Source: an optimization exercise on an open RTL-to-GDS flow (aim: small area and a short achievable clock period). Production flows keep margins and buffers that such runs may drop.
Only simulation tests tie the RTL to the original design; equivalence was not proved.

## oak
// pe_mac_array
module pe_mac_array
#(
  parameter int DATA_WIDTH = nmcu_pkg::DATA_WIDTH,
  parameter int ACC_WIDTH  = nmcu_pkg::ACC_WIDTH,
  parameter int NUM_LANES  = 8
) (
  input  logic                            clk,
  input  logic                            rst_n,
  input  logic                            in_valid_i,
  output logic                            in_ready_o,
  input  logic [NUM_LANES*DATA_WIDTH-1:0] a_i,
  input  logic [NUM_LANES*DATA_WIDTH-1:0] b_i,
  input  logic                            first_i,
  input  logic                            last_i,
  output logic                            out_valid_o,
  input  logic                            out_ready_i,
  output logic [NUM_LANES*DATA_WIDTH-1:0] result_o,
  output logic [NUM_LANES*ACC_WIDTH-1:0]  acc_o,
  output logic [NUM_LANES-1:0]            sat_o,
  output logic                            busy_o,
  output nmcu_pkg::pe_mac_state_e        state_o
);
==> flow/config.mk <==
export PLATFORM = sky130hd
export DESIGN_NAME = pe_mac_array
export DESIGN_NICKNAME = pe_mac_array
export VERILOG_FILES = /design/flow/design.v
export SDC_FILE = /design/flow/constraint.sdc
export NUM_CORES = 4
export LEC_CHECK = 0
export ABC_AREA = 1
export CAP_MARGIN = 20
export CORE_MARGIN = 2
export CORE_UTILIZATION = 40
export CTS_CLUSTER_DIAMETER = 100
export CTS_CLUSTER_SIZE = 22
export SETUP_SLACK_MARGIN = 2.8
export SLEW_MARGIN = 20
export TNS_END_PERCENT = 10
==> flow/constraint.sdc <==
create_clock -name core_clock -period 6.0 [get_ports {clk}]
set_input_delay 1.2000 -clock core_clock [delete_from_list [all_inputs] [get_ports {clk}]]
set_output_delay 1.2000 -clock core_clock [all_outputs]
set_load 0.01 [all_outputs]
standard.sh (not shown) runs the stock make flow with config.mk's settings and CLKGATE_MAP_FILE= SYNTH_SCRIPT=/design/flow/synth_recipe.tcl, a recipe that flattens the netlist after the stock synthesis.
==> flow/flow/run.sh <==
#!/bin/bash
# Own layout flow: the standard flow (the standard.sh, all steps) with
# the port buffers made from buf_1 cells instead of ORFS's default choice.
# Each tool's output goes to the ORFS logs under orfs/logs; this script's
# own output goes to run.log.
set -e
{
  echo "== standard.sh"; cat standard.sh
  echo "== config.mk"; cat config.mk
  export BUFFER_PORTS_ARGS="-buffer_cell sky130_fd_sc_hd__buf_1"
  bash standard.sh
} > run.log 2>&1
Changes in pine relative to oak:
--- a/flow/design.v
+++ b/flow/design.v
@@ -416,22 +416,22 @@
       all0[i] = all0[i-1] & !hi[i-1];
     end
   end
   logic [15:0] hi_inc, hi_dec;
   assign hi_inc  = hi ^ all1;
   assign hi_dec  = hi ^ all0;
-  assign hi_next = inc ? hi_inc : dec ? hi_dec : hi;
+  assign hi_next = lo_sum[17] ? hi_inc : lo_sum[16] ? hi : hi_dec;
   logic hz_next, ho_next, z15, o15;
   assign z15 = (hi[15:1] == '0);
   assign o15 = (hi[15:1] == '1);
-  assign hz_next = inc ? (o15 & hi[0])
-                 : dec ? (z15 & hi[0])
-                 :       (z15 & !hi[0]);
-  assign ho_next = inc ? (o15 & !hi[0])
-                 : dec ? (z15 & !hi[0])
-                 :       (o15 & hi[0]);
+  assign hz_next = lo_sum[17] ? (o15 & hi[0])
+                 : lo_sum[16] ? (z15 & !hi[0])
+                 :              (z15 & hi[0]);
+  assign ho_next = lo_sum[17] ? (o15 & !hi[0])
+                 : lo_sum[16] ? (o15 & hi[0])
+                 :              (z15 & !hi[0]);
   logic lz_next, lo_next;
   assign lz_next = (lo_sum[15:7] == '0);
   assign lo_next = (lo_sum[15:7] == '1);
   logic inr_q, inr_next;
   assign inr_next = (hz_next & lz_next) | (ho_next & lo_next);
   always_ff @(posedge clk) begin
### Flow results
Diff oak..pine | area growth from synthesis to layout | negligible
On core area, pine and oak are basically level.
pine vs. oak: post-synthesis area per instance went up by 0.13 um^2.
Looking at critical path launch point, the b_i[11] result is from oak; the in_valid_i one comes from pine.
From oak to pine the numbers moved as follows: wire length reported by the detailed router went down.
Compared with oak, pine shows a layout clock buffer count that is 4 lower.
Post-route core utilization of pine is on par with oak.
Comparing pine and oak, the lower overall routing resource usage was measured on pine.


## before
Another version of the RTL of pe_mac_array (not shown whole).
Size in the first run: roughly 4200 cells after synthesis, ~500 flip-flops, roughly 470 I/O pins, roughly 0.034 mm^2 of cells after synthesis.
==> flow/design.v (excerpt) <==
module pe_mac_array
#(
  parameter int DATA_WIDTH = nmcu_pkg::DATA_WIDTH,
  parameter int ACC_WIDTH  = nmcu_pkg::ACC_WIDTH,
  parameter int NUM_LANES  = 8
) (
  input  logic                            clk,
  input  logic                            rst_n,
  input  logic                            in_valid_i,
  output logic                            in_ready_o,
  input  logic [NUM_LANES*DATA_WIDTH-1:0] a_i,
  input  logic [NUM_LANES*DATA_WIDTH-1:0] b_i,
  input  logic                            first_i,
  input  logic                            last_i,
  output logic                            out_valid_o,
  input  logic                            out_ready_i,
  output logic [NUM_LANES*DATA_WIDTH-1:0] result_o,
  output logic [NUM_LANES*ACC_WIDTH-1:0]  acc_o,
  output logic [NUM_LANES-1:0]            sat_o,
  output logic                            busy_o,
  output nmcu_pkg::pe_mac_state_e        state_o
);
clock: 6.0 ns
lec_check: 0
abc_area: 1
cap_margin: 20
core_margin: 2
core_utilization: 40
cts_cluster_diameter: 100
cts_cluster_size: 22
setup_slack_margin: 2.8
slew_margin: 20
tns_end_percent: 10
Scripts as last shown in full above: flow/flow/run.sh
For after, these inputs were changed with respect to before:
diff --git a/flow/design.v b/flow/design.v
--- a/flow/design.v
+++ b/flow/design.v
@@ -416,22 +416,22 @@
       all0[i] = all0[i-1] & !hi[i-1];
     end
   end
   logic [15:0] hi_inc, hi_dec;
   assign hi_inc  = hi ^ all1;
   assign hi_dec  = hi ^ all0;
-  assign hi_next = lo_sum[17] ? hi_inc : lo_sum[16] ? hi : hi_dec;
+  assign hi_next = inc ? hi_inc : dec ? hi_dec : hi;
   logic hz_next, ho_next, z15, o15;
   assign z15 = (hi[15:1] == '0);
   assign o15 = (hi[15:1] == '1);
-  assign hz_next = lo_sum[17] ? (o15 & hi[0])
-                 : lo_sum[16] ? (z15 & !hi[0])
-                 :              (z15 & hi[0]);
-  assign ho_next = lo_sum[17] ? (o15 & !hi[0])
-                 : lo_sum[16] ? (o15 & hi[0])
-                 :              (z15 & !hi[0]);
+  assign hz_next = inc ? (o15 & hi[0])
+                 : dec ? (z15 & hi[0])
+                 :       (z15 & !hi[0]);
+  assign ho_next = inc ? (o15 & !hi[0])
+                 : dec ? (z15 & !hi[0])
+                 :       (o15 & hi[0]);
   logic lz_next, lo_next;
   assign lz_next = (lo_sum[15:7] == '0);
   assign lo_next = (lo_sum[15:7] == '1);
   logic inr_q, inr_next;
   assign inr_next = (hz_next & lz_next) | (ho_next & lo_next);
   always_ff @(posedge clk) begin
[summary]
Compared to before, after shows a wider setup margin.
First-iteration DRC count was higher in the run labelled after.
| final routed wirelength across all metal layers | after vs before | ≈ equal |
Compared with before, in after area of the core now larger, global-route usage now smaller, overall via count from detail_route up about 0.4%, final cell area excluding filler cells shows an increase of 410 um^2, layout clock buffer count went up.
[after] ratio of final minimum period to clock period fell 0.70 points relative to before
Going from before to after, global-route track usage on met2 shrinks by 0.87 points.

-- re-timing with driven ports --
In the flow no input, the clock included, has a driving cell. The finished layouts below were timed again as built, in two steps.
Step 1 (the two cells are an assumption about what drives the block):
set clk [get_ports {clk}]
set_driving_cell -lib_cell sky130_fd_sc_hd__clkbuf_16 $clk
set_driving_cell -lib_cell sky130_fd_sc_hd__buf_2 [delete_from_list [all_inputs] $clk]
Step 2 moves the port delays by t, midway between the first and last clock arrival at a register: inputs arrive t later, outputs are due t later. That takes back most of the time a late clock gives input paths.
Slacks: ideal ports / drivers / drivers and shift; pairs: ideal ports / drivers.
run | shift t [ns] | setup slack, ns | latest minus earliest clock arrival (ns) | worst data-port slew with drivers (ns)
oak | 0.627 | 2.644 / 2.683 / 2.056 | 0.027 / 0.027 | 0.07
pine | 0.631 | 2.761 / 2.805 / 2.174 | 0.035 / 0.035 | 0.08
before | 0.684 | 2.812 / 2.745 / 2.147 | 0.035 / 0.034 | 0.11
after | 0.675 | 2.854 / 2.859 / 2.207 | 0.028 / 0.028 | 0.15
After both steps every run listed still meets setup and hold. The setup slack of before, which loses most, moves by -0.067 ns with the drivers and by -0.665 ns with both steps.
